Context: an optimization exercise on an open-source flow, tuned for small area, a short achievable clock period and few clock cycles per item. The choices shown serve that exercise and are no tape-out recipe.
Function was not checked in any run shown here: the RTL went through the layout flow alone.
Power figures rest on the tool's default switching activity, not on a simulated workload.

[flow/config.mk]
export PLATFORM = sky130hd
export DESIGN_NAME = ex_stage
export DESIGN_NICKNAME = ex_stage
export VERILOG_FILES = /design/flow/design.v
export SDC_FILE = /design/flow/constraint.sdc
export NUM_CORES = 4
export LEC_CHECK = 0
export ABC_AREA = 1
export ABC_CLOCK_PERIOD_IN_PS = 4000
export CAP_MARGIN = 20
export CORE_MARGIN = 2
export CORE_UTILIZATION = 40
export SETUP_SLACK_MARGIN = 5
export SLEW_MARGIN = 20
export SYNTH_HIERARCHICAL = 1
[flow/constraint.sdc]
create_clock -name core_clock -period 10.0 [get_ports {clk}]
set_input_delay 2.0000 -clock core_clock [delete_from_list [all_inputs] [get_ports {clk}]]
set_output_delay 2.0000 -clock core_clock [all_outputs]
set_load 0.01 [all_outputs]
[flow/design.v]
package ex_pkg;
  localparam logic [3:0] OP_AND = 4'b0000;
  localparam logic [3:0] OP_OR  = 4'b0001;
  localparam logic [3:0] OP_ADD = 4'b0010;
  localparam logic [3:0] OP_XOR = 4'b0011;
  localparam logic [3:0] OP_SLL = 4'b0100;
  localparam logic [3:0] OP_SRL = 4'b0101;
  localparam logic [3:0] OP_SUB = 4'b0110;
  localparam logic [3:0] OP_SLT = 4'b0111;
  localparam logic [3:0] OP_MUL = 4'b1000;
  localparam logic [3:0] OP_NOR = 4'b1100;
  typedef enum logic {
    ST_IDLE = 1'b0,
    ST_MUL  = 1'b1
  } ex_state_e;
  localparam int unsigned DEFAULT_WIDTH = 32;
  localparam int unsigned MUL_SLICES    = DEFAULT_WIDTH / 8;
  function automatic integer mul_slices(input integer width);
    mul_slices = width / 8;
  endfunction
endpackage
import ex_pkg::*;
module ex_stage
#(
  parameter int unsigned WIDTH = 32
) (
  input  logic             clk,
  input  logic             rst,
  input  logic             in_valid,
  output logic             in_ready,
  input  logic [3:0]       operation,
  input  logic [WIDTH-1:0] op_a,
  input  logic [WIDTH-1:0] op_b,
  input  logic [4:0]       shamt,
  input  logic [4:0]       rd,
  input  logic             reg_write,
  input  logic             stall_in,
  input  logic             flush,
  output logic             out_valid,
  output logic [WIDTH-1:0] result,
  output logic             zero,
  output logic [4:0]       out_rd,
  output logic             out_reg_write,
  output logic             busy
);
  logic v0_q, v1_q;
  logic hold1_s, ld1_s, ld0_s;
  assign hold1_s  = v1_q & stall_in;
  assign ld1_s    = ~hold1_s;
  assign ld0_s    = ~(v0_q & hold1_s);
  assign in_ready = ld0_s;
  always_ff @(posedge clk) begin
    if (!rst || flush) begin
      v0_q <= 1'b0;
      v1_q <= 1'b0;
    end else begin
      if (ld0_s) v0_q <= in_valid;
      if (ld1_s) v1_q <= v0_q;
    end
  end
  logic [31:0] a0_q, b0_q;
  logic [3:0]  op0_q;
  logic [4:0]  rd0_q;
  logic        rw0_q;
  logic        in_sll, in_srl;
  logic [31:0] a_in, b_in, b_rev, pow2;
  assign in_sll = (operation == OP_SLL);
  assign in_srl = (operation == OP_SRL);
  always_comb begin
    for (int i = 0; i < 32; i++) b_rev[i] = op_b[31 - i];
    pow2 = 32'd1 << shamt;
    a_in = in_sll ? op_b : (in_srl ? b_rev : op_a);
    b_in = (in_sll | in_srl) ? pow2 : op_b;
  end
  always_ff @(posedge clk) begin
    if (ld0_s) begin
      a0_q  <= a_in;
      b0_q  <= b_in;
      op0_q <= operation;
      rd0_q <= rd;
      rw0_q <= reg_write;
    end
  end
  logic is_mul, is_add, is_sub, is_slt, is_srl, is_logic;
  assign is_mul = (op0_q == OP_MUL) | (op0_q == OP_SLL) | (op0_q == OP_SRL);
  assign is_srl = (op0_q == OP_SRL);
  assign is_add = (op0_q == OP_ADD);
  assign is_sub = (op0_q == OP_SUB) | (op0_q == OP_SLT);
  assign is_slt = (op0_q == OP_SLT);
  logic [31:0] logic_s;
  always_comb begin
    case (op0_q)
      OP_AND:  logic_s = a0_q & b0_q;
      OP_OR:   logic_s = a0_q | b0_q;
      OP_XOR:  logic_s = a0_q ^ b0_q;
      OP_NOR:  logic_s = ~(a0_q | b0_q);
      default: logic_s = 32'd0;
    endcase
  end
  logic [15:0] bone, btwo, bneg;
  always_comb begin
    for (int i = 0; i < 16; i++) begin
      logic b2, b1, bm;
      b2 = b0_q[2*i+1];
      b1 = b0_q[2*i];
      bm = (i == 0) ? 1'b0 : b0_q[2*i-1];
      bone[i] = b1 ^ bm;
      btwo[i] = (b2 & ~b1 & ~bm) | (~b2 & b1 & bm);
      bneg[i] = b2;
    end
  end
  logic [31:0] a_sh;
  assign a_sh = {a0_q[30:0], 1'b0};
  logic [31:0] pp0;
  logic [29:0] pp1;
  logic [27:0] pp2;
  logic [25:0] pp3;
  logic [23:0] pp4;
  logic [21:0] pp5;
  logic [19:0] pp6;
  logic [17:0] pp7;
  logic [15:0] pp8;
  logic [13:0] pp9;
  logic [11:0] pp10;
  logic [9:0]  pp11;
  logic [7:0]  pp12;
  logic [5:0]  pp13;
  logic [3:0]  pp14;
  logic        pp15_0, pp15_1;
  assign pp0  = ({32{bone[0]}}  & a0_q[31:0]  | {32{btwo[0]}}  & a_sh[31:0])  ^ {32{bneg[0]}};
  assign pp1  = ({30{bone[1]}}  & a0_q[29:0]  | {30{btwo[1]}}  & a_sh[29:0])  ^ {30{bneg[1]}};
  assign pp2  = ({28{bone[2]}}  & a0_q[27:0]  | {28{btwo[2]}}  & a_sh[27:0])  ^ {28{bneg[2]}};
  assign pp3  = ({26{bone[3]}}  & a0_q[25:0]  | {26{btwo[3]}}  & a_sh[25:0])  ^ {26{bneg[3]}};
  assign pp4  = ({24{bone[4]}}  & a0_q[23:0]  | {24{btwo[4]}}  & a_sh[23:0])  ^ {24{bneg[4]}};
  assign pp5  = ({22{bone[5]}}  & a0_q[21:0]  | {22{btwo[5]}}  & a_sh[21:0])  ^ {22{bneg[5]}};
  assign pp6  = ({20{bone[6]}}  & a0_q[19:0]  | {20{btwo[6]}}  & a_sh[19:0])  ^ {20{bneg[6]}};
  assign pp7  = ({18{bone[7]}}  & a0_q[17:0]  | {18{btwo[7]}}  & a_sh[17:0])  ^ {18{bneg[7]}};
  assign pp8  = ({16{bone[8]}}  & a0_q[15:0]  | {16{btwo[8]}}  & a_sh[15:0])  ^ {16{bneg[8]}};
  assign pp9  = ({14{bone[9]}}  & a0_q[13:0]  | {14{btwo[9]}}  & a_sh[13:0])  ^ {14{bneg[9]}};
  assign pp10 = ({12{bone[10]}} & a0_q[11:0]  | {12{btwo[10]}} & a_sh[11:0])  ^ {12{bneg[10]}};
  assign pp11 = ({10{bone[11]}} & a0_q[9:0]   | {10{btwo[11]}} & a_sh[9:0])   ^ {10{bneg[11]}};
  assign pp12 = ({8{bone[12]}}  & a0_q[7:0]   | {8{btwo[12]}}  & a_sh[7:0])   ^ {8{bneg[12]}};
  assign pp13 = ({6{bone[13]}}  & a0_q[5:0]   | {6{btwo[13]}}  & a_sh[5:0])   ^ {6{bneg[13]}};
  assign pp14 = ({4{bone[14]}}  & a0_q[3:0]   | {4{btwo[14]}}  & a_sh[3:0])   ^ {4{bneg[14]}};
  assign pp15_0 = bone[15] & a0_q[0];
  assign pp15_1 = (bone[15] & (a0_q[1] ^ (bneg[15] & a0_q[0]))) | (btwo[15] & a0_q[0]);
  logic [31:0] tree_x, tree_y;
  wire hs0, hc0;
  ex_ha u_ha0 (.a(pp0[24]), .b(pp1[22]), .s(hs0), .co(hc0));
  wire hs1, hc1;
  ex_ha u_ha1 (.a(pp0[25]), .b(pp1[23]), .s(hs1), .co(hc1));
  wire fs0, fc0;
  ex_fa u_fa0 (.a(pp0[26]), .b(pp1[24]), .c(pp2[22]), .s(fs0), .co(fc0));
  wire hs2, hc2;
  ex_ha u_ha2 (.a(pp3[20]), .b(pp4[18]), .s(hs2), .co(hc2));
  wire fs1, fc1;
  ex_fa u_fa1 (.a(pp0[27]), .b(pp1[25]), .c(pp2[23]), .s(fs1), .co(fc1));
  wire hs3, hc3;
  ex_ha u_ha3 (.a(pp3[21]), .b(pp4[19]), .s(hs3), .co(hc3));
  wire fs2, fc2;
  ex_fa u_fa2 (.a(pp0[28]), .b(pp1[26]), .c(pp2[24]), .s(fs2), .co(fc2));
  wire fs3, fc3;
  ex_fa u_fa3 (.a(pp3[22]), .b(pp4[20]), .c(pp5[18]), .s(fs3), .co(fc3));
  wire hs4, hc4;
  ex_ha u_ha4 (.a(pp6[16]), .b(pp7[14]), .s(hs4), .co(hc4));
  wire fs4, fc4;
  ex_fa u_fa4 (.a(pp0[29]), .b(pp1[27]), .c(pp2[25]), .s(fs4), .co(fc4));
  wire fs5, fc5;
  ex_fa u_fa5 (.a(pp3[23]), .b(pp4[21]), .c(pp5[19]), .s(fs5), .co(fc5));
  wire hs5, hc5;
  ex_ha u_ha5 (.a(pp6[17]), .b(pp7[15]), .s(hs5), .co(hc5));
  wire fs6, fc6;
  ex_fa u_fa6 (.a(pp0[30]), .b(pp1[28]), .c(pp2[26]), .s(fs6), .co(fc6));
  wire fs7, fc7;
  ex_fa u_fa7 (.a(pp3[24]), .b(pp4[22]), .c(pp5[20]), .s(fs7), .co(fc7));
  wire fs8, fc8;
  ex_fa u_fa8 (.a(pp6[18]), .b(pp7[16]), .c(pp8[14]), .s(fs8), .co(fc8));
  wire fs9, fc9;
  ex_fa u_fa9 (.a(pp0[31]), .b(pp1[29]), .c(pp2[27]), .s(fs9), .co(fc9));
  wire fs10, fc10;
  ex_fa u_fa10 (.a(pp3[25]), .b(pp4[23]), .c(pp5[21]), .s(fs10), .co(fc10));
  wire fs11, fc11;
  ex_fa u_fa11 (.a(pp6[19]), .b(pp7[17]), .c(pp8[15]), .s(fs11), .co(fc11));
  wire hs6, hc6;
  ex_ha u_ha6 (.a(pp0[16]), .b(pp1[14]), .s(hs6), .co(hc6));
  wire hs7, hc7;
  ex_ha u_ha7 (.a(pp0[17]), .b(pp1[15]), .s(hs7), .co(hc7));
  wire fs12, fc12;
  ex_fa u_fa12 (.a(pp0[18]), .b(pp1[16]), .c(pp2[14]), .s(fs12), .co(fc12));
  wire hs8, hc8;
  ex_ha u_ha8 (.a(pp3[12]), .b(pp4[10]), .s(hs8), .co(hc8));
  wire fs13, fc13;
  ex_fa u_fa13 (.a(pp0[19]), .b(pp1[17]), .c(pp2[15]), .s(fs13), .co(fc13));
  wire hs9, hc9;
  ex_ha u_ha9 (.a(pp3[13]), .b(pp4[11]), .s(hs9), .co(hc9));
  wire fs14, fc14;
  ex_fa u_fa14 (.a(pp0[20]), .b(pp1[18]), .c(pp2[16]), .s(fs14), .co(fc14));
  wire fs15, fc15;
  ex_fa u_fa15 (.a(pp3[14]), .b(pp4[12]), .c(pp5[10]), .s(fs15), .co(fc15));
  wire hs10, hc10;
  ex_ha u_ha10 (.a(pp6[8]), .b(pp7[6]), .s(hs10), .co(hc10));
  wire fs16, fc16;
  ex_fa u_fa16 (.a(pp0[21]), .b(pp1[19]), .c(pp2[17]), .s(fs16), .co(fc16));
  wire fs17, fc17;
  ex_fa u_fa17 (.a(pp3[15]), .b(pp4[13]), .c(pp5[11]), .s(fs17), .co(fc17));
  wire hs11, hc11;
  ex_ha u_ha11 (.a(pp6[9]), .b(pp7[7]), .s(hs11), .co(hc11));
  wire fs18, fc18;
  ex_fa u_fa18 (.a(pp0[22]), .b(pp1[20]), .c(pp2[18]), .s(fs18), .co(fc18));
  wire fs19, fc19;
  ex_fa u_fa19 (.a(pp3[16]), .b(pp4[14]), .c(pp5[12]), .s(fs19), .co(fc19));
  wire fs20, fc20;
  ex_fa u_fa20 (.a(pp6[10]), .b(pp7[8]), .c(pp8[6]), .s(fs20), .co(fc20));
  wire hs12, hc12;
  ex_ha u_ha12 (.a(pp9[4]), .b(pp10[2]), .s(hs12), .co(hc12));
  wire fs21, fc21;
  ex_fa u_fa21 (.a(pp0[23]), .b(pp1[21]), .c(pp2[19]), .s(fs21), .co(fc21));
  wire fs22, fc22;
  ex_fa u_fa22 (.a(pp3[17]), .b(pp4[15]), .c(pp5[13]), .s(fs22), .co(fc22));
  wire fs23, fc23;
  ex_fa u_fa23 (.a(pp6[11]), .b(pp7[9]), .c(pp8[7]), .s(fs23), .co(fc23));
  wire hs13, hc13;
  ex_ha u_ha13 (.a(pp9[5]), .b(pp10[3]), .s(hs13), .co(hc13));
  wire fs24, fc24;
  ex_fa u_fa24 (.a(hs0), .b(pp2[20]), .c(pp3[18]), .s(fs24), .co(fc24));
  wire fs25, fc25;
  ex_fa u_fa25 (.a(pp4[16]), .b(pp5[14]), .c(pp6[12]), .s(fs25), .co(fc25));
  wire fs26, fc26;
  ex_fa u_fa26 (.a(pp7[10]), .b(pp8[8]), .c(pp9[6]), .s(fs26), .co(fc26));
  wire fs27, fc27;
  ex_fa u_fa27 (.a(pp10[4]), .b(pp11[2]), .c(pp12[0]), .s(fs27), .co(fc27));
  wire fs28, fc28;
  ex_fa u_fa28 (.a(hc0), .b(hs1), .c(pp2[21]), .s(fs28), .co(fc28));
  wire fs29, fc29;
  ex_fa u_fa29 (.a(pp3[19]), .b(pp4[17]), .c(pp5[15]), .s(fs29), .co(fc29));
  wire fs30, fc30;
  ex_fa u_fa30 (.a(pp6[13]), .b(pp7[11]), .c(pp8[9]), .s(fs30), .co(fc30));
  wire fs31, fc31;
  ex_fa u_fa31 (.a(pp9[7]), .b(pp10[5]), .c(pp11[3]), .s(fs31), .co(fc31));
  wire fs32, fc32;
  ex_fa u_fa32 (.a(hc1), .b(fs0), .c(hs2), .s(fs32), .co(fc32));
  wire fs33, fc33;
  ex_fa u_fa33 (.a(pp5[16]), .b(pp6[14]), .c(pp7[12]), .s(fs33), .co(fc33));
  wire fs34, fc34;
  ex_fa u_fa34 (.a(pp8[10]), .b(pp9[8]), .c(pp10[6]), .s(fs34), .co(fc34));
  wire fs35, fc35;
  ex_fa u_fa35 (.a(pp11[4]), .b(pp12[2]), .c(pp13[0]), .s(fs35), .co(fc35));
  wire fs36, fc36;
  ex_fa u_fa36 (.a(fc0), .b(hc2), .c(fs1), .s(fs36), .co(fc36));
  wire fs37, fc37;
  ex_fa u_fa37 (.a(hs3), .b(pp5[17]), .c(pp6[15]), .s(fs37), .co(fc37));
  wire fs38, fc38;
  ex_fa u_fa38 (.a(pp7[13]), .b(pp8[11]), .c(pp9[9]), .s(fs38), .co(fc38));
  wire fs39, fc39;
  ex_fa u_fa39 (.a(pp10[7]), .b(pp11[5]), .c(pp12[3]), .s(fs39), .co(fc39));
  wire fs40, fc40;
  ex_fa u_fa40 (.a(fc1), .b(hc3), .c(fs2), .s(fs40), .co(fc40));
  wire fs41, fc41;
  ex_fa u_fa41 (.a(fs3), .b(hs4), .c(pp8[12]), .s(fs41), .co(fc41));
  wire fs42, fc42;
  ex_fa u_fa42 (.a(pp9[10]), .b(pp10[8]), .c(pp11[6]), .s(fs42), .co(fc42));
  wire fs43, fc43;
  ex_fa u_fa43 (.a(pp12[4]), .b(pp13[2]), .c(pp14[0]), .s(fs43), .co(fc43));
  wire fs44, fc44;
  ex_fa u_fa44 (.a(fc2), .b(fc3), .c(hc4), .s(fs44), .co(fc44));
  wire fs45, fc45;
  ex_fa u_fa45 (.a(fs4), .b(fs5), .c(hs5), .s(fs45), .co(fc45));
  wire fs46, fc46;
  ex_fa u_fa46 (.a(pp8[13]), .b(pp9[11]), .c(pp10[9]), .s(fs46), .co(fc46));
  wire fs47, fc47;
  ex_fa u_fa47 (.a(pp11[7]), .b(pp12[5]), .c(pp13[3]), .s(fs47), .co(fc47));
  wire fs48, fc48;
  ex_fa u_fa48 (.a(fc4), .b(fc5), .c(hc5), .s(fs48), .co(fc48));
  wire fs49, fc49;
  ex_fa u_fa49 (.a(fs6), .b(fs7), .c(fs8), .s(fs49), .co(fc49));
  wire fs50, fc50;
  ex_fa u_fa50 (.a(pp9[12]), .b(pp10[10]), .c(pp11[8]), .s(fs50), .co(fc50));
  wire fs51, fc51;
  ex_fa u_fa51 (.a(pp12[6]), .b(pp13[4]), .c(pp14[2]), .s(fs51), .co(fc51));
  wire fs52, fc52;
  ex_fa u_fa52 (.a(fc6), .b(fc7), .c(fc8), .s(fs52), .co(fc52));
  wire fs53, fc53;
  ex_fa u_fa53 (.a(fs9), .b(fs10), .c(fs11), .s(fs53), .co(fc53));
  wire fs54, fc54;
  ex_fa u_fa54 (.a(pp9[13]), .b(pp10[11]), .c(pp11[9]), .s(fs54), .co(fc54));
  wire fs55, fc55;
  ex_fa u_fa55 (.a(pp12[7]), .b(pp13[5]), .c(pp14[3]), .s(fs55), .co(fc55));
  wire hs14, hc14;
  ex_ha u_ha14 (.a(pp0[10]), .b(pp1[8]), .s(hs14), .co(hc14));
  wire hs15, hc15;
  ex_ha u_ha15 (.a(pp0[11]), .b(pp1[9]), .s(hs15), .co(hc15));
  wire fs56, fc56;
  ex_fa u_fa56 (.a(pp0[12]), .b(pp1[10]), .c(pp2[8]), .s(fs56), .co(fc56));
  wire hs16, hc16;
  ex_ha u_ha16 (.a(pp3[6]), .b(pp4[4]), .s(hs16), .co(hc16));
  wire fs57, fc57;
  ex_fa u_fa57 (.a(pp0[13]), .b(pp1[11]), .c(pp2[9]), .s(fs57), .co(fc57));
  wire hs17, hc17;
  ex_ha u_ha17 (.a(pp3[7]), .b(pp4[5]), .s(hs17), .co(hc17));
  wire fs58, fc58;
  ex_fa u_fa58 (.a(pp0[14]), .b(pp1[12]), .c(pp2[10]), .s(fs58), .co(fc58));
  wire fs59, fc59;
  ex_fa u_fa59 (.a(pp3[8]), .b(pp4[6]), .c(pp5[4]), .s(fs59), .co(fc59));
  wire hs18, hc18;
  ex_ha u_ha18 (.a(pp6[2]), .b(pp7[0]), .s(hs18), .co(hc18));
  wire fs60, fc60;
  ex_fa u_fa60 (.a(pp0[15]), .b(pp1[13]), .c(pp2[11]), .s(fs60), .co(fc60));
  wire fs61, fc61;
  ex_fa u_fa61 (.a(pp3[9]), .b(pp4[7]), .c(pp5[5]), .s(fs61), .co(fc61));
  wire hs19, hc19;
  ex_ha u_ha19 (.a(pp6[3]), .b(pp7[1]), .s(hs19), .co(hc19));
  wire fs62, fc62;
  ex_fa u_fa62 (.a(hs6), .b(pp2[12]), .c(pp3[10]), .s(fs62), .co(fc62));
  wire fs63, fc63;
  ex_fa u_fa63 (.a(pp4[8]), .b(pp5[6]), .c(pp6[4]), .s(fs63), .co(fc63));
  wire fs64, fc64;
  ex_fa u_fa64 (.a(pp7[2]), .b(pp8[0]), .c(bneg[8]), .s(fs64), .co(fc64));
  wire fs65, fc65;
  ex_fa u_fa65 (.a(hc6), .b(hs7), .c(pp2[13]), .s(fs65), .co(fc65));
  wire fs66, fc66;
  ex_fa u_fa66 (.a(pp3[11]), .b(pp4[9]), .c(pp5[7]), .s(fs66), .co(fc66));
  wire fs67, fc67;
  ex_fa u_fa67 (.a(pp6[5]), .b(pp7[3]), .c(pp8[1]), .s(fs67), .co(fc67));
  wire fs68, fc68;
  ex_fa u_fa68 (.a(hc7), .b(fs12), .c(hs8), .s(fs68), .co(fc68));
  wire fs69, fc69;
  ex_fa u_fa69 (.a(pp5[8]), .b(pp6[6]), .c(pp7[4]), .s(fs69), .co(fc69));
  wire fs70, fc70;
  ex_fa u_fa70 (.a(pp8[2]), .b(pp9[0]), .c(bneg[9]), .s(fs70), .co(fc70));
  wire fs71, fc71;
  ex_fa u_fa71 (.a(fc12), .b(hc8), .c(fs13), .s(fs71), .co(fc71));
  wire fs72, fc72;
  ex_fa u_fa72 (.a(hs9), .b(pp5[9]), .c(pp6[7]), .s(fs72), .co(fc72));
  wire fs73, fc73;
  ex_fa u_fa73 (.a(pp7[5]), .b(pp8[3]), .c(pp9[1]), .s(fs73), .co(fc73));
  wire fs74, fc74;
  ex_fa u_fa74 (.a(fc13), .b(hc9), .c(fs14), .s(fs74), .co(fc74));
  wire fs75, fc75;
  ex_fa u_fa75 (.a(fs15), .b(hs10), .c(pp8[4]), .s(fs75), .co(fc75));
  wire fs76, fc76;
  ex_fa u_fa76 (.a(pp9[2]), .b(pp10[0]), .c(bneg[10]), .s(fs76), .co(fc76));
  wire fs77, fc77;
  ex_fa u_fa77 (.a(fc14), .b(fc15), .c(hc10), .s(fs77), .co(fc77));
  wire fs78, fc78;
  ex_fa u_fa78 (.a(fs16), .b(fs17), .c(hs11), .s(fs78), .co(fc78));
  wire fs79, fc79;
  ex_fa u_fa79 (.a(pp8[5]), .b(pp9[3]), .c(pp10[1]), .s(fs79), .co(fc79));
  wire fs80, fc80;
  ex_fa u_fa80 (.a(fc16), .b(fc17), .c(hc11), .s(fs80), .co(fc80));
  wire fs81, fc81;
  ex_fa u_fa81 (.a(fs18), .b(fs19), .c(fs20), .s(fs81), .co(fc81));
  wire fs82, fc82;
  ex_fa u_fa82 (.a(hs12), .b(pp11[0]), .c(bneg[11]), .s(fs82), .co(fc82));
  wire fs83, fc83;
  ex_fa u_fa83 (.a(fc18), .b(fc19), .c(fc20), .s(fs83), .co(fc83));
  wire fs84, fc84;
  ex_fa u_fa84 (.a(hc12), .b(fs21), .c(fs22), .s(fs84), .co(fc84));
  wire fs85, fc85;
  ex_fa u_fa85 (.a(fs23), .b(hs13), .c(pp11[1]), .s(fs85), .co(fc85));
  wire fs86, fc86;
  ex_fa u_fa86 (.a(fc21), .b(fc22), .c(fc23), .s(fs86), .co(fc86));
  wire fs87, fc87;
  ex_fa u_fa87 (.a(hc13), .b(fs24), .c(fs25), .s(fs87), .co(fc87));
  wire fs88, fc88;
  ex_fa u_fa88 (.a(fs26), .b(fs27), .c(bneg[12]), .s(fs88), .co(fc88));
  wire fs89, fc89;
  ex_fa u_fa89 (.a(fc24), .b(fc25), .c(fc26), .s(fs89), .co(fc89));
  wire fs90, fc90;
  ex_fa u_fa90 (.a(fc27), .b(fs28), .c(fs29), .s(fs90), .co(fc90));
  wire fs91, fc91;
  ex_fa u_fa91 (.a(fs30), .b(fs31), .c(pp12[1]), .s(fs91), .co(fc91));
  wire fs92, fc92;
  ex_fa u_fa92 (.a(fc28), .b(fc29), .c(fc30), .s(fs92), .co(fc92));
  wire fs93, fc93;
  ex_fa u_fa93 (.a(fc31), .b(fs32), .c(fs33), .s(fs93), .co(fc93));
  wire fs94, fc94;
  ex_fa u_fa94 (.a(fs34), .b(fs35), .c(bneg[13]), .s(fs94), .co(fc94));
  wire fs95, fc95;
  ex_fa u_fa95 (.a(fc32), .b(fc33), .c(fc34), .s(fs95), .co(fc95));
  wire fs96, fc96;
  ex_fa u_fa96 (.a(fc35), .b(fs36), .c(fs37), .s(fs96), .co(fc96));
  wire fs97, fc97;
  ex_fa u_fa97 (.a(fs38), .b(fs39), .c(pp13[1]), .s(fs97), .co(fc97));
  wire fs98, fc98;
  ex_fa u_fa98 (.a(fc36), .b(fc37), .c(fc38), .s(fs98), .co(fc98));
  wire fs99, fc99;
  ex_fa u_fa99 (.a(fc39), .b(fs40), .c(fs41), .s(fs99), .co(fc99));
  wire fs100, fc100;
  ex_fa u_fa100 (.a(fs42), .b(fs43), .c(bneg[14]), .s(fs100), .co(fc100));
  wire fs101, fc101;
  ex_fa u_fa101 (.a(fc40), .b(fc41), .c(fc42), .s(fs101), .co(fc101));
  wire fs102, fc102;
  ex_fa u_fa102 (.a(fc43), .b(fs44), .c(fs45), .s(fs102), .co(fc102));
  wire fs103, fc103;
  ex_fa u_fa103 (.a(fs46), .b(fs47), .c(pp14[1]), .s(fs103), .co(fc103));
  wire fs104, fc104;
  ex_fa u_fa104 (.a(fc44), .b(fc45), .c(fc46), .s(fs104), .co(fc104));
  wire fs105, fc105;
  ex_fa u_fa105 (.a(fc47), .b(fs48), .c(fs49), .s(fs105), .co(fc105));
  wire fs106, fc106;
  ex_fa u_fa106 (.a(fs50), .b(fs51), .c(pp15_0), .s(fs106), .co(fc106));
  wire fs107, fc107;
  ex_fa u_fa107 (.a(fc48), .b(fc49), .c(fc50), .s(fs107), .co(fc107));
  wire fs108, fc108;
  ex_fa u_fa108 (.a(fc51), .b(fs52), .c(fs53), .s(fs108), .co(fc108));
  wire fs109, fc109;
  ex_fa u_fa109 (.a(fs54), .b(fs55), .c(pp15_1), .s(fs109), .co(fc109));
  wire hs20, hc20;
  ex_ha u_ha20 (.a(pp0[6]), .b(pp1[4]), .s(hs20), .co(hc20));
  wire hs21, hc21;
  ex_ha u_ha21 (.a(pp0[7]), .b(pp1[5]), .s(hs21), .co(hc21));
  wire fs110, fc110;
  ex_fa u_fa110 (.a(pp0[8]), .b(pp1[6]), .c(pp2[4]), .s(fs110), .co(fc110));
  wire hs22, hc22;
  ex_ha u_ha22 (.a(pp3[2]), .b(pp4[0]), .s(hs22), .co(hc22));
  wire fs111, fc111;
  ex_fa u_fa111 (.a(pp0[9]), .b(pp1[7]), .c(pp2[5]), .s(fs111), .co(fc111));
  wire hs23, hc23;
  ex_ha u_ha23 (.a(pp3[3]), .b(pp4[1]), .s(hs23), .co(hc23));
  wire fs112, fc112;
  ex_fa u_fa112 (.a(hs14), .b(pp2[6]), .c(pp3[4]), .s(fs112), .co(fc112));
  wire fs113, fc113;
  ex_fa u_fa113 (.a(pp4[2]), .b(pp5[0]), .c(bneg[5]), .s(fs113), .co(fc113));
  wire fs114, fc114;
  ex_fa u_fa114 (.a(hc14), .b(hs15), .c(pp2[7]), .s(fs114), .co(fc114));
  wire fs115, fc115;
  ex_fa u_fa115 (.a(pp3[5]), .b(pp4[3]), .c(pp5[1]), .s(fs115), .co(fc115));
  wire fs116, fc116;
  ex_fa u_fa116 (.a(hc15), .b(fs56), .c(hs16), .s(fs116), .co(fc116));
  wire fs117, fc117;
  ex_fa u_fa117 (.a(pp5[2]), .b(pp6[0]), .c(bneg[6]), .s(fs117), .co(fc117));
  wire fs118, fc118;
  ex_fa u_fa118 (.a(fc56), .b(hc16), .c(fs57), .s(fs118), .co(fc118));
  wire fs119, fc119;
  ex_fa u_fa119 (.a(hs17), .b(pp5[3]), .c(pp6[1]), .s(fs119), .co(fc119));
  wire fs120, fc120;
  ex_fa u_fa120 (.a(fc57), .b(hc17), .c(fs58), .s(fs120), .co(fc120));
  wire fs121, fc121;
  ex_fa u_fa121 (.a(fs59), .b(hs18), .c(bneg[7]), .s(fs121), .co(fc121));
  wire fs122, fc122;
  ex_fa u_fa122 (.a(fc58), .b(fc59), .c(hc18), .s(fs122), .co(fc122));
  wire fs123, fc123;
  ex_fa u_fa123 (.a(fs60), .b(fs61), .c(hs19), .s(fs123), .co(fc123));
  wire fs124, fc124;
  ex_fa u_fa124 (.a(fc60), .b(fc61), .c(hc19), .s(fs124), .co(fc124));
  wire fs125, fc125;
  ex_fa u_fa125 (.a(fs62), .b(fs63), .c(fs64), .s(fs125), .co(fc125));
  wire fs126, fc126;
  ex_fa u_fa126 (.a(fc62), .b(fc63), .c(fc64), .s(fs126), .co(fc126));
  wire fs127, fc127;
  ex_fa u_fa127 (.a(fs65), .b(fs66), .c(fs67), .s(fs127), .co(fc127));
  wire fs128, fc128;
  ex_fa u_fa128 (.a(fc65), .b(fc66), .c(fc67), .s(fs128), .co(fc128));
  wire fs129, fc129;
  ex_fa u_fa129 (.a(fs68), .b(fs69), .c(fs70), .s(fs129), .co(fc129));
  wire fs130, fc130;
  ex_fa u_fa130 (.a(fc68), .b(fc69), .c(fc70), .s(fs130), .co(fc130));
  wire fs131, fc131;
  ex_fa u_fa131 (.a(fs71), .b(fs72), .c(fs73), .s(fs131), .co(fc131));
  wire fs132, fc132;
  ex_fa u_fa132 (.a(fc71), .b(fc72), .c(fc73), .s(fs132), .co(fc132));
  wire fs133, fc133;
  ex_fa u_fa133 (.a(fs74), .b(fs75), .c(fs76), .s(fs133), .co(fc133));
  wire fs134, fc134;
  ex_fa u_fa134 (.a(fc74), .b(fc75), .c(fc76), .s(fs134), .co(fc134));
  wire fs135, fc135;
  ex_fa u_fa135 (.a(fs77), .b(fs78), .c(fs79), .s(fs135), .co(fc135));
  wire fs136, fc136;
  ex_fa u_fa136 (.a(fc77), .b(fc78), .c(fc79), .s(fs136), .co(fc136));
  wire fs137, fc137;
  ex_fa u_fa137 (.a(fs80), .b(fs81), .c(fs82), .s(fs137), .co(fc137));
  wire fs138, fc138;
  ex_fa u_fa138 (.a(fc80), .b(fc81), .c(fc82), .s(fs138), .co(fc138));
  wire fs139, fc139;
  ex_fa u_fa139 (.a(fs83), .b(fs84), .c(fs85), .s(fs139), .co(fc139));
  wire fs140, fc140;
  ex_fa u_fa140 (.a(fc83), .b(fc84), .c(fc85), .s(fs140), .co(fc140));
  wire fs141, fc141;
  ex_fa u_fa141 (.a(fs86), .b(fs87), .c(fs88), .s(fs141), .co(fc141));
  wire fs142, fc142;
  ex_fa u_fa142 (.a(fc86), .b(fc87), .c(fc88), .s(fs142), .co(fc142));
  wire fs143, fc143;
  ex_fa u_fa143 (.a(fs89), .b(fs90), .c(fs91), .s(fs143), .co(fc143));
  wire fs144, fc144;
  ex_fa u_fa144 (.a(fc89), .b(fc90), .c(fc91), .s(fs144), .co(fc144));
  wire fs145, fc145;
  ex_fa u_fa145 (.a(fs92), .b(fs93), .c(fs94), .s(fs145), .co(fc145));
  wire fs146, fc146;
  ex_fa u_fa146 (.a(fc92), .b(fc93), .c(fc94), .s(fs146), .co(fc146));
  wire fs147, fc147;
  ex_fa u_fa147 (.a(fs95), .b(fs96), .c(fs97), .s(fs147), .co(fc147));
  wire fs148, fc148;
  ex_fa u_fa148 (.a(fc95), .b(fc96), .c(fc97), .s(fs148), .co(fc148));
  wire fs149, fc149;
  ex_fa u_fa149 (.a(fs98), .b(fs99), .c(fs100), .s(fs149), .co(fc149));
  wire fs150, fc150;
  ex_fa u_fa150 (.a(fc98), .b(fc99), .c(fc100), .s(fs150), .co(fc150));
  wire fs151, fc151;
  ex_fa u_fa151 (.a(fs101), .b(fs102), .c(fs103), .s(fs151), .co(fc151));
  wire fs152, fc152;
  ex_fa u_fa152 (.a(fc101), .b(fc102), .c(fc103), .s(fs152), .co(fc152));
  wire fs153, fc153;
  ex_fa u_fa153 (.a(fs104), .b(fs105), .c(fs106), .s(fs153), .co(fc153));
  wire fs154, fc154;
  ex_fa u_fa154 (.a(fc104), .b(fc105), .c(fc106), .s(fs154), .co(fc154));
  wire fs155, fc155;
  ex_fa u_fa155 (.a(fs107), .b(fs108), .c(fs109), .s(fs155), .co(fc155));
  wire hs24, hc24;
  ex_ha u_ha24 (.a(pp0[4]), .b(pp1[2]), .s(hs24), .co(hc24));
  wire hs25, hc25;
  ex_ha u_ha25 (.a(pp0[5]), .b(pp1[3]), .s(hs25), .co(hc25));
  wire fs156, fc156;
  ex_fa u_fa156 (.a(hs20), .b(pp2[2]), .c(pp3[0]), .s(fs156), .co(fc156));
  wire fs157, fc157;
  ex_fa u_fa157 (.a(hc20), .b(hs21), .c(pp2[3]), .s(fs157), .co(fc157));
  wire fs158, fc158;
  ex_fa u_fa158 (.a(hc21), .b(fs110), .c(hs22), .s(fs158), .co(fc158));
  wire fs159, fc159;
  ex_fa u_fa159 (.a(fc110), .b(hc22), .c(fs111), .s(fs159), .co(fc159));
  wire fs160, fc160;
  ex_fa u_fa160 (.a(fc111), .b(hc23), .c(fs112), .s(fs160), .co(fc160));
  wire fs161, fc161;
  ex_fa u_fa161 (.a(fc112), .b(fc113), .c(fs114), .s(fs161), .co(fc161));
  wire fs162, fc162;
  ex_fa u_fa162 (.a(fc114), .b(fc115), .c(fs116), .s(fs162), .co(fc162));
  wire fs163, fc163;
  ex_fa u_fa163 (.a(fc116), .b(fc117), .c(fs118), .s(fs163), .co(fc163));
  wire fs164, fc164;
  ex_fa u_fa164 (.a(fc118), .b(fc119), .c(fs120), .s(fs164), .co(fc164));
  wire fs165, fc165;
  ex_fa u_fa165 (.a(fc120), .b(fc121), .c(fs122), .s(fs165), .co(fc165));
  wire fs166, fc166;
  ex_fa u_fa166 (.a(fc122), .b(fc123), .c(fs124), .s(fs166), .co(fc166));
  wire fs167, fc167;
  ex_fa u_fa167 (.a(fc124), .b(fc125), .c(fs126), .s(fs167), .co(fc167));
  wire fs168, fc168;
  ex_fa u_fa168 (.a(fc126), .b(fc127), .c(fs128), .s(fs168), .co(fc168));
  wire fs169, fc169;
  ex_fa u_fa169 (.a(fc128), .b(fc129), .c(fs130), .s(fs169), .co(fc169));
  wire fs170, fc170;
  ex_fa u_fa170 (.a(fc130), .b(fc131), .c(fs132), .s(fs170), .co(fc170));
  wire fs171, fc171;
  ex_fa u_fa171 (.a(fc132), .b(fc133), .c(fs134), .s(fs171), .co(fc171));
  wire fs172, fc172;
  ex_fa u_fa172 (.a(fc134), .b(fc135), .c(fs136), .s(fs172), .co(fc172));
  wire fs173, fc173;
  ex_fa u_fa173 (.a(fc136), .b(fc137), .c(fs138), .s(fs173), .co(fc173));
  wire fs174, fc174;
  ex_fa u_fa174 (.a(fc138), .b(fc139), .c(fs140), .s(fs174), .co(fc174));
  wire fs175, fc175;
  ex_fa u_fa175 (.a(fc140), .b(fc141), .c(fs142), .s(fs175), .co(fc175));
  wire fs176, fc176;
  ex_fa u_fa176 (.a(fc142), .b(fc143), .c(fs144), .s(fs176), .co(fc176));
  wire fs177, fc177;
  ex_fa u_fa177 (.a(fc144), .b(fc145), .c(fs146), .s(fs177), .co(fc177));
  wire fs178, fc178;
  ex_fa u_fa178 (.a(fc146), .b(fc147), .c(fs148), .s(fs178), .co(fc178));
  wire fs179, fc179;
  ex_fa u_fa179 (.a(fc148), .b(fc149), .c(fs150), .s(fs179), .co(fc179));
  wire fs180, fc180;
  ex_fa u_fa180 (.a(fc150), .b(fc151), .c(fs152), .s(fs180), .co(fc180));
  wire fs181, fc181;
  ex_fa u_fa181 (.a(fc152), .b(fc153), .c(fs154), .s(fs181), .co(fc181));
  wire hs26, hc26;
  ex_ha u_ha26 (.a(pp0[2]), .b(pp1[0]), .s(hs26), .co(hc26));
  wire hs27, hc27;
  ex_ha u_ha27 (.a(pp0[3]), .b(pp1[1]), .s(hs27), .co(hc27));
  wire fs182, fc182;
  ex_fa u_fa182 (.a(hs24), .b(pp2[0]), .c(bneg[2]), .s(fs182), .co(fc182));
  wire fs183, fc183;
  ex_fa u_fa183 (.a(hc24), .b(hs25), .c(pp2[1]), .s(fs183), .co(fc183));
  wire fs184, fc184;
  ex_fa u_fa184 (.a(hc25), .b(fs156), .c(bneg[3]), .s(fs184), .co(fc184));
  wire fs185, fc185;
  ex_fa u_fa185 (.a(fc156), .b(fs157), .c(pp3[1]), .s(fs185), .co(fc185));
  wire fs186, fc186;
  ex_fa u_fa186 (.a(fc157), .b(fs158), .c(bneg[4]), .s(fs186), .co(fc186));
  wire fs187, fc187;
  ex_fa u_fa187 (.a(fc158), .b(fs159), .c(hs23), .s(fs187), .co(fc187));
  wire fs188, fc188;
  ex_fa u_fa188 (.a(fc159), .b(fs160), .c(fs113), .s(fs188), .co(fc188));
  wire fs189, fc189;
  ex_fa u_fa189 (.a(fc160), .b(fs161), .c(fs115), .s(fs189), .co(fc189));
  wire fs190, fc190;
  ex_fa u_fa190 (.a(fc161), .b(fs162), .c(fs117), .s(fs190), .co(fc190));
  wire fs191, fc191;
  ex_fa u_fa191 (.a(fc162), .b(fs163), .c(fs119), .s(fs191), .co(fc191));
  wire fs192, fc192;
  ex_fa u_fa192 (.a(fc163), .b(fs164), .c(fs121), .s(fs192), .co(fc192));
  wire fs193, fc193;
  ex_fa u_fa193 (.a(fc164), .b(fs165), .c(fs123), .s(fs193), .co(fc193));
  wire fs194, fc194;
  ex_fa u_fa194 (.a(fc165), .b(fs166), .c(fs125), .s(fs194), .co(fc194));
  wire fs195, fc195;
  ex_fa u_fa195 (.a(fc166), .b(fs167), .c(fs127), .s(fs195), .co(fc195));
  wire fs196, fc196;
  ex_fa u_fa196 (.a(fc167), .b(fs168), .c(fs129), .s(fs196), .co(fc196));
  wire fs197, fc197;
  ex_fa u_fa197 (.a(fc168), .b(fs169), .c(fs131), .s(fs197), .co(fc197));
  wire fs198, fc198;
  ex_fa u_fa198 (.a(fc169), .b(fs170), .c(fs133), .s(fs198), .co(fc198));
  wire fs199, fc199;
  ex_fa u_fa199 (.a(fc170), .b(fs171), .c(fs135), .s(fs199), .co(fc199));
  wire fs200, fc200;
  ex_fa u_fa200 (.a(fc171), .b(fs172), .c(fs137), .s(fs200), .co(fc200));
  wire fs201, fc201;
  ex_fa u_fa201 (.a(fc172), .b(fs173), .c(fs139), .s(fs201), .co(fc201));
  wire fs202, fc202;
  ex_fa u_fa202 (.a(fc173), .b(fs174), .c(fs141), .s(fs202), .co(fc202));
  wire fs203, fc203;
  ex_fa u_fa203 (.a(fc174), .b(fs175), .c(fs143), .s(fs203), .co(fc203));
  wire fs204, fc204;
  ex_fa u_fa204 (.a(fc175), .b(fs176), .c(fs145), .s(fs204), .co(fc204));
  wire fs205, fc205;
  ex_fa u_fa205 (.a(fc176), .b(fs177), .c(fs147), .s(fs205), .co(fc205));
  wire fs206, fc206;
  ex_fa u_fa206 (.a(fc177), .b(fs178), .c(fs149), .s(fs206), .co(fc206));
  wire fs207, fc207;
  ex_fa u_fa207 (.a(fc178), .b(fs179), .c(fs151), .s(fs207), .co(fc207));
  wire fs208, fc208;
  ex_fa u_fa208 (.a(fc179), .b(fs180), .c(fs153), .s(fs208), .co(fc208));
  wire fs209, fc209;
  ex_fa u_fa209 (.a(fc180), .b(fs181), .c(fs155), .s(fs209), .co(fc209));
  assign tree_x = {fc208, fc207, fc206, fc205, fc204, fc203, fc202, fc201, fc200, fc199, fc198, fc197, fc196, fc195, fc194, fc193, fc192, fc191, fc190, fc189, fc188, fc187, fc186, fc185, fc184, fc183, fc182, hc27, hc26, hs26, pp0[1], pp0[0]};
  assign tree_y = {fs209, fs208, fs207, fs206, fs205, fs204, fs203, fs202, fs201, fs200, fs199, fs198, fs197, fs196, fs195, fs194, fs193, fs192, fs191, fs190, fs189, fs188, fs187, fs186, fs185, fs184, fs183, fs182, hs27, bneg[1], 1'b0, 1'b0};
  logic [31:0] x_d, y_d;
  logic        c_d;
  always_comb begin
    if (is_mul) begin
      x_d = tree_x;
      y_d = tree_y;
      c_d = bneg[0];
    end else if (is_add | is_sub) begin
      x_d = a0_q;
      y_d = is_sub ? ~b0_q : b0_q;
      c_d = is_sub;
    end else begin
      x_d = logic_s;
      y_d = 32'd0;
      c_d = 1'b0;
    end
  end
  logic [31:0] x1_q, y1_q;
  logic        c1_q, slt1_q, srl1_q;
  logic [4:0]  rd1_q;
  logic        rw1_q;
  always_ff @(posedge clk) begin
    if (ld1_s) begin
      x1_q   <= x_d;
      y1_q   <= y_d;
      c1_q   <= c_d;
      slt1_q <= is_slt;
      srl1_q <= is_srl;
      rd1_q  <= rd0_q;
      rw1_q  <= rw0_q;
    end
  end
  logic [32:0] sum_w;
  logic [31:0] s, s_rev;
  logic        lt, zsum;
  logic [31:0] zterm;
  assign sum_w = {x1_q, 1'b1} + {y1_q, c1_q};
  assign s     = sum_w[32:1];
  always_comb begin
    for (int i = 0; i < 32; i++) s_rev[i] = s[31 - i];
  end
  assign lt = (x1_q[31] == y1_q[31]) ? x1_q[31] : s[31];
  assign zterm = (x1_q ^ y1_q) ^ {x1_q[30:0] | y1_q[30:0], c1_q};
  assign zsum  = ~|zterm;
  assign result        = slt1_q ? {31'd0, lt} : (srl1_q ? s_rev : s);
  assign zero          = slt1_q ? ~lt : zsum;
  assign out_valid     = v1_q;
  assign out_rd        = rd1_q;
  assign out_reg_write = rw1_q;
  assign busy          = v0_q;
endmodule
module ex_fa (
  input  logic a,
  input  logic b,
  input  logic c,
  output logic s,
  output logic co
);
  assign s  = a ^ b ^ c;
  assign co = (a & b) | (a & c) | (b & c);
endmodule
module ex_ha (
  input  logic a,
  input  logic b,
  output logic s,
  output logic co
);
  assign s  = a ^ b;
  assign co = a & b;
endmodule
[flow/run.sh]
#!/bin/bash
# synth_recipe.tcl (not shown) runs the flow's synth.tcl, then flattens the netlist and writes it again
# the make line also repeats each setting of config.mk as NAME=value (left out here)
make -C /OpenROAD-flow-scripts/flow DESIGN_CONFIG=/design/flow/config.mk WORK_HOME=/design/flow/orfs CLKGATE_MAP_FILE= SYNTH_SCRIPT=/design/flow/synth_recipe.tcl finish
==> results.py, run 1 <==
metrics = {
    "die": {
        "core.rowCount": 85,
        "die-height_um": 238.6,
        "dieArea_um2": 56940,
        "design.core.area_um2": 54130,
        "start_util_pct": 40.67,
        "pin_count": 126,
        "die_w_um": 238.6,
    },
    "detailed_routing": {
        "drtIter0Drc": 2311,
        "num_vias": 20840,
        "ant_nets": 0,
        "wire_per_inst_um": 25.87,
        "firstDrtPassIters": 6,
        "drcViolationCount": 0,
        "post_drt_via_cell_ratio": 6.078,
        "routed_wl_um": 88680,
    },
    "clocking": {
        "cts.sinks": 149,
        "cts_inserted_buffers": 17,
        "path_clk_slew_ns": 0.07,
        "htree_levels": 4,
        "cts_tree": "built",
        "root_buffer": "clkbuf_16",
        "ctsLongestPathBuffers": 2,
        "clkLatencyLatePin_ns": 0.46,
    },
    "grt": {
        "antenna_found_initial": 1,
        "grt_util_all_layers_pct": 30.12,
        "grt_max_degree": 75,
        "grt_pass1_wl_um": 128500,
        "grt_pass1_vias": 20840,
        "grt-ovfl-total": 0,
    },
    "sta": {
        "skew_ns": 0.01462,
        "max_freq_mhz": 196.6,
        "tns_ns": 0,
        "fin_crit_sh_pct": 50.88,
        "postLayoutSetupSlackWorst_ns": 4.912,
        "setup_viol": 0,
        "worst_pin_slew_ns": 1.115,
        "slew-limit-headroom_pct": 25.58,
        "rsz0062_at_grt": "true",
        "fin_crit_ns": 5.088,
        "drv_slew": 0,
        "hold_viol": 0,
    },
    "pwr": {
        "p_leak_nw": 11.91,
        "p_per_area_nw_per_um2": 277.1,
        "peakVddDrop_v": 0.0002646,
    },
    "synthesis": {
        "synthArstFlopShare_pct": 0,
        "syn_nets": 3061,
        "syn_avg_cell_area_um2": 8.433,
        "ys_types": 46,
        "ys.flop_type": "edfxtp_1",
        "syn_inst": 2611,
        "ys_seq_area_share_pct": 20.23,
        "synth-seq-cells": 149,
        "yosysWarnings": 7,
        "netlist_area_um2": 22020,
        "synth-edff-count": 147,
    },
    "setup_path": {
        "cp_slowest_cell": "fa_1",
        "slowest_delay_ns": 0.57,
        "cp-end-kind": "flip-flop",
        "setup.worst_path.start_class": "flip-flop",
        "crit_fanout": 26,
        "path_class": "reg -> reg",
        "cpMostUsedCell": "fa_1",
        "cp.arrival_ns": 5.30,
        "crit_chain": "buf_6 -> inv_1 -> o21ai_2 -> buf_4 -> o22ai_1 -> xor2_1 -> fa_1 -> fa_1 -> fa_1 -> fa_1 -> fa_1 -> fa_1 -> a22o_1",
        "r2r_setup_slack_ns": 4.91,
        "worstPathRequired_ns": 10.21,
    },
    "place": {
        "hpwl_um": 60140,
        "dp_slack_ns": 4.208,
        "place_area_um2": 23730,
        "place_congestion": 0.9945,
        "port_buffers": 125,
    },
    "status": {
        "outcome": "no timing/DRC/antenna violations",
    },
    "worst_hold_path": {
        "hold_path_class": "reg -> reg",
    },
    "flow_run": {
        "maxCapViolations": 0,
    },
    "cells_and_area": {
        "drive_gt1_share_pct": 14.61,
        "layout_commonest_cell": "nand2_1",
        "design_area_um2": 26510,
        "nNetsFinal": 3168,
        "area_delta_synth_final_pct": 20.41,
        "final_cell_mix": "nand2_1, inv_1, xor2_1",
    },
}
[metrics by stage]
stage	hold slack (ns)	total power, mW	util (%)	cells
finish	0.4220	7.347	48.97	3428
global route	0.4299	7.950	48.97	3427
CTS	0.4207	7.130	46.81	3370
detailed placement	0.4045	6.126	43.84	3298
global placement	0.4028	6.093	43.83	3298
floorplan	0.4003	4.450	-	2611
[power by group]
group          internal (mW)  leakage (nW)  total, mW  switching (mW)
registers              0.865          1.66      0.983           0.118
logic                   2.54          9.97       5.69            3.15
clock network          0.374         0.286      0.671           0.297
total                   3.78          11.9       7.35            3.56
[cells by family (layout without fill, tap and decap cells)]
logic type	Yosys count	count (layout)	synth area share, %
and+or+nand+nor	678	679	12.83
xor gates and xnor gates	316	316	12.57
DFF	149	149	20.23
AOI/OAI and AO/OA	555	555	16.37
other	0	1	0
adders and majority gates	366	366	28.03
buffers and inverters	547	666	9.973
[synthesized netlist by cell type, drive strengths merged (80+ instances only)]
cell type,n,area [um2]
o21ai,96,495.5
ha,154,1927
inv,355,1333
xor2,302,2645
clkbuf,105,395.4
edfxtp,147,4414
o22ai,291,1821
nand3,112,560.5
nand2,422,1584
fa,212,4244
buf,80,441.7
nor2,98,399.1
[worst max-delay path: cells and delay by family (launching register included)]
kind | cells | cell delay (ns)
xor+xnor | 1 | 0.19
flops | 1 | 0.34
fa+ha+maj | 6 | 2.90
buf+inv | 3 | 0.87
compound gates | 3 | 0.50
[metal layers]
metal | track usage, % | share of wire, %
met5 | 0 | 0
met3 | 6.467 | 9.9
met1 | 36.79 | 37
met4 | 17.31 | 6.9
met2 | 49.19 | 46
[state kept, by name, indices dropped and copies added (netlist names), 4 cells and up]
name   count
x1_q      32
y1_q      32
rd0_q      5
op0_q      4
a0_q      32
b0_q      32
rd1_q      5
[area by class of cell]
type	instances	area (um2)
Clock buffer	18	429.2
Inverter	362	1389
Timing Repair Buffer	272	2865
Antenna cell	1	2.502
Clock inverter	14	163.9
Sequential cell	149	4454
Multi-Input combinational cell	1916	16340
Fill cell	5151	27620
Tap cell	696	870.8
[worst paths after layout]
check,endpoint,start,cells past startpoint
min,rd1_q[1],rd0_q[1],0
max reg2reg,y1_q[31],b0_q[13],13
min reg2reg,rd1_q[1],rd0_q[1],0
max,y1_q[31],b0_q[13],13
[modules after synthesis (local to each module, per instance)]
module	flip-flops and latches	cells	cell area (um2)	times used
ex_ha	0	1	12.51	28
ex_stage	149	2373	17460	1
ex_fa	0	1	20.02	210
[timing repair]
action | CTS | global route
buffers inserted | 38 | 44
resized for setup | 180 | 155
setup endpoints to repair | 58 | 47
gates cloned | 2 | 13
pin swaps | 25 | 41
hold buffers | 0 | 0
==> run 2: changes to the inputs <==
--- a/flow/config.mk
+++ b/flow/config.mk
@@ -5,7 +5,7 @@
 export SDC_FILE = /design/flow/constraint.sdc
 export NUM_CORES = 4
 export LEC_CHECK = 0
-export ABC_AREA = 1
+export ABC_AREA = 0
 export ABC_CLOCK_PERIOD_IN_PS = 4000
 export CAP_MARGIN = 20
 export CORE_MARGIN = 2
==> run 2 against run 1 <==
Compared with the run above: still clean; critical path depth increased by 2; first-iteration DRC count increased by 54%; final cell count increased by 22%; non-clock buffer count increased by 104; routed wire length increased by 26%; die area increased by 16%; clock power decreased by 3.1%; critical endpoint is now result[2].
==> results.py, run 2 <==
metrics = {
    "synthesis": {
        "syn_nets": 3785,
        "synthTopCellsByArea": "edfxtp_1, fa_1, ha_1",
        "ys_types": 77,
        "syn_avg_cell_area_um2": 7.702,
        "synth-edff-count": 147,
        "ys.flop_type": "edfxtp_1",
        "netlist_area_um2": 25690,
        "yosysTopAreaCellShare_pct": 17.19,
        "syn_inst": 3335,
        "ys_seq_area_share_pct": 17.34,
        "yosysTopAreaCell": "edfxtp_1",
        "yosysMostFrequentCell": "a21oi_1",
        "synth_common_cells": "a21oi_1, nand2_1, nor2_1, clkbuf_1, o21ai_0",
        "yosysWarnings": 7,
        "synthArstFlopShare_pct": 0,
        "synth-seq-cells": 149,
    },
    "sta": {
        "setup_viol": 0,
        "max_freq_mhz": 181.7,
        "hold_ws_ns": 0.4206,
        "drv_slew": 0,
        "slew-limit-headroom_pct": 30.23,
        "fin_crit_ns": 5.505,
        "hold_viol": 0,
        "postLayoutSetupSlackWorst_ns": 4.495,
        "tns_ns": 0,
        "worst_pin_slew_ns": 1.047,
        "rsz0062_at_grt": "true",
        "skew_ns": 0.01631,
        "fin_crit_sh_pct": 55.05,
    },
    "detailed_routing": {
        "num_vias": 27500,
        "firstDrtPassIters": 9,
        "ant_nets": 0,
        "drtIter0Drc": 3553,
        "routed_wl_um": 111900,
        "drcViolationCount": 0,
        "post_drt_via_cell_ratio": 6.562,
        "wire_per_inst_um": 26.70,
    },
    "grt": {
        "grt-ovfl-total": 0,
        "grt_pass1_vias": 25320,
        "grt_max_degree": 98,
        "grt_pass1_wl_um": 159400,
        "antenna_found_initial": 0,
        "grt_util_all_layers_pct": 31.63,
    },
    "pwr": {
        "p_int_mw": 3.194,
        "comb_power_share_pct": 74.8,
        "p_leak_nw": 12.13,
        "peakVddDrop_v": 0.0001349,
        "p_clk_share_pct": 10.3,
        "p_per_area_nw_per_um2": 206.0,
        "switching_share_pct": 49.32,
        "power.switching_mw": 3.108,
        "p_seq_share_pct": 14.9,
        "power_mw": 6.302,
    },
    "die": {
        "die_w_um": 257.4,
        "core.rowCount": 92,
        "die-height_um": 257.4,
        "start_util_pct": 40.57,
        "dieArea_um2": 66260,
        "pin_count": 126,
        "design.core.area_um2": 63310,
    },
    "clocking": {
        "ctsLongestPathBuffers": 2,
        "cts_tree": "built",
        "cts_inserted_buffers": 17,
        "htree_levels": 4,
        "clkLatencyLatePin_ns": 0.50,
        "root_buffer": "clkbuf_16",
        "path_clk_slew_ns": 0.07,
        "cts.sinks": 149,
        "holdBufCountCts": 0,
    },
    "setup_path": {
        "worstPathRequired_ns": 8.00,
        "setup.worst_path.start_class": "flip-flop",
        "crit_fanout": 3,
        "cp.arrival_ns": 3.50,
        "path_class": "reg -> out",
        "cp-end-kind": "output pin",
    },
    "cells_and_area": {
        "multiInputGateArea_um2": 20270,
        "nNetsFinal": 3782,
        "drive_gt1_share_pct": 15.22,
        "area.sequential_um2": 4454,
        "fill_cells": 6090,
        "design_area_um2": 30590,
        "num_antenna_cells": 0,
        "layout_commonest_cell": "nand2_1",
        "final_cell_mix": "nand2_1, a21oi_1, nor2_1",
        "area_delta_synth_final_pct": 19.09,
    },
    "place": {
        "place_area_um2": 27150,
        "port_buffers": 125,
        "dp_slack_ns": 3.762,
        "place_congestion": 0.9784,
        "hpwl_um": 70810,
    },
    "flow_run": {
        "maxCapViolations": 0,
    },
    "status": {
        "outcome": "no timing/DRC/antenna violations",
    },
    "worst_hold_path": {
        "hold_path_class": "reg -> reg",
    },
}
[run 2: changes by cell type after synthesis, sizes merged, moves of 53 or more]
cell / previous run / this run
a21oi: 39 / 372
xor2: 302 / 45
nor2: 98 / 331
inv: 355 / 128
clkbuf: 105 / 319
o21ai: 96 / 293
o22ai: 291 / 95
a221oi: 32 / 163
a211oi: 3 / 113
mux2i: 0 / 66
nand2: 422 / 368
xnor2: 14 / 67
[run 2: what timing repair did]
| action | in CTS | in global routing |
|---|---|---|
| endpoints found under the setup margin | 67 | 56 |
| setup buffers | 67 | 87 |
| gates resized for setup | 270 | 147 |
| gates cloned | 6 | 12 |
| pin swaps | 49 | 48 |
| hold endpoints to repair | 0 | 0 |
[run 2: final cells by class]
| cell class | instances | area share [%] |
|---|---|---|
| inverters | 139 | 1.935 |
| well taps | 846 | 3.460 |
| repair inverters | 1 | 0.02454 |
| repair buffers | 376 | 11.89 |
| flip-flops and latches | 149 | 14.56 |
| multi-input cells | 2648 | 66.26 |
| clock buffers | 17 | 1.391 |
| clock inverters | 15 | 0.4745 |
[run 2: final timing paths]
kind	from	to	slack [ns]	depth (start not counted)
worst min register to register	rd0_q[0]	rd1_q[0]	0.42	0
worst max-delay path	y1_q[0]	result[2]	4.50	15
worst max register to register	b0_q[7]	y1_q[22]	5.03	15
worst min-delay path	rd0_q[0]	rd1_q[0]	0.42	0
[run 2: critical path: stages (launching register included)]
cell and delay (ns):
edfxtp_1 0.37, inv_2 0.07, fa_2 0.35, and2b_2 0.25, o2111ai_4 0.14, and4_4 0.23, o211ai_1 0.20, nand2_2 0.12
buf_4 0.16, buf_6 0.10, buf_6 0.11, a31o_4 0.21, buf_4 0.13, and4_1 0.19, a211o_1 0.23, buf_2 0.14
[run 2: modules after synthesis, one instance, submodules excluded]
module | copies in the design | cells inside
ex_fa | 210 | 1
ex_stage | 1 | 3097
ex_ha | 28 | 1
[run 2: power groups by stage]
stage          combinational [mW]  clock [mW]  sequential [mW]
2_1_floorplan                2.95           0            0.892
3_3_place_gp                 4.26           0            0.951
3_5_place_dp                 4.31           0            0.955
4_1_cts                      4.46       0.659            0.937
5_1_grt                      5.14       0.677            0.947
6_report                     4.72       0.650            0.937
[run 2: layer usage]
| metal | GRT usage [%] | up-vias | wire length (um) | share of wire [%] |
|---|---|---|---|---|
| met3 | 7.644 | 458 | 13090 | 12 |
| met2 | 49.48 | 1904 | 49320 | 44 |
| met4 | 20.15 | 0 | 8326 | 7.4 |
| met5 | 0 | - | 0 | 0 |
| met1 | 39.08 | 13160 | 41170 | 37 |
| li1 | - | 11980 | - | - |
[run 2: cells by family (layout without fill, tap and decap cells)]
family          count (synthesis)  count (layout)  share of synthesized area [%]
compound gates               1166            1166                          28.66
xor+xnor                      112             112                          3.819
fa+ha+maj                     367             367                          24.07
buf+inv                       539             548                          7.984
flops                         149             149                          17.34
mux                            69              69                          2.703
simple gates                  933             934                          15.42
[run 2: per-stage QoR]
step,util [%],instances
floorplan,-,3335
global placement,42.88,3987
detailed placement,42.88,3987
CTS,45.88,4092
global route,48.32,4191
finish,48.32,4191

[separate check: timing with driven ports]
The results above use ideal ports. As a check the final layouts listed here were re-extracted and re-timed, cells and wires unchanged.
Step 1 assumes that a clkbuf_16 drives the clock port and a buf_2 every other input.
Step 2, shift: input delay + t, output delay - t, t = (earliest + latest rising clock arrival at the registers) / 2. This alone moves slack from input paths to output paths.
Three values: ideal ports, drivers, drivers and shift; two values: the first two.
| run | t, ns | slack for setup (ns) | worst setup path after step 2 | slew at the worst register clock pin (ns) | pins driven straight from the clock port |
|---|---|---|---|---|---|
| run 1 | 0.505 | 4.912 / 4.912 / 4.912 | register to register | 0.07 / 0.07 | 1 |
| run 2 | 0.552 | 4.495 / 4.430 / 4.982 | register to output | 0.08 / 0.08 | 1 |
After both steps every run listed still meets setup and hold.
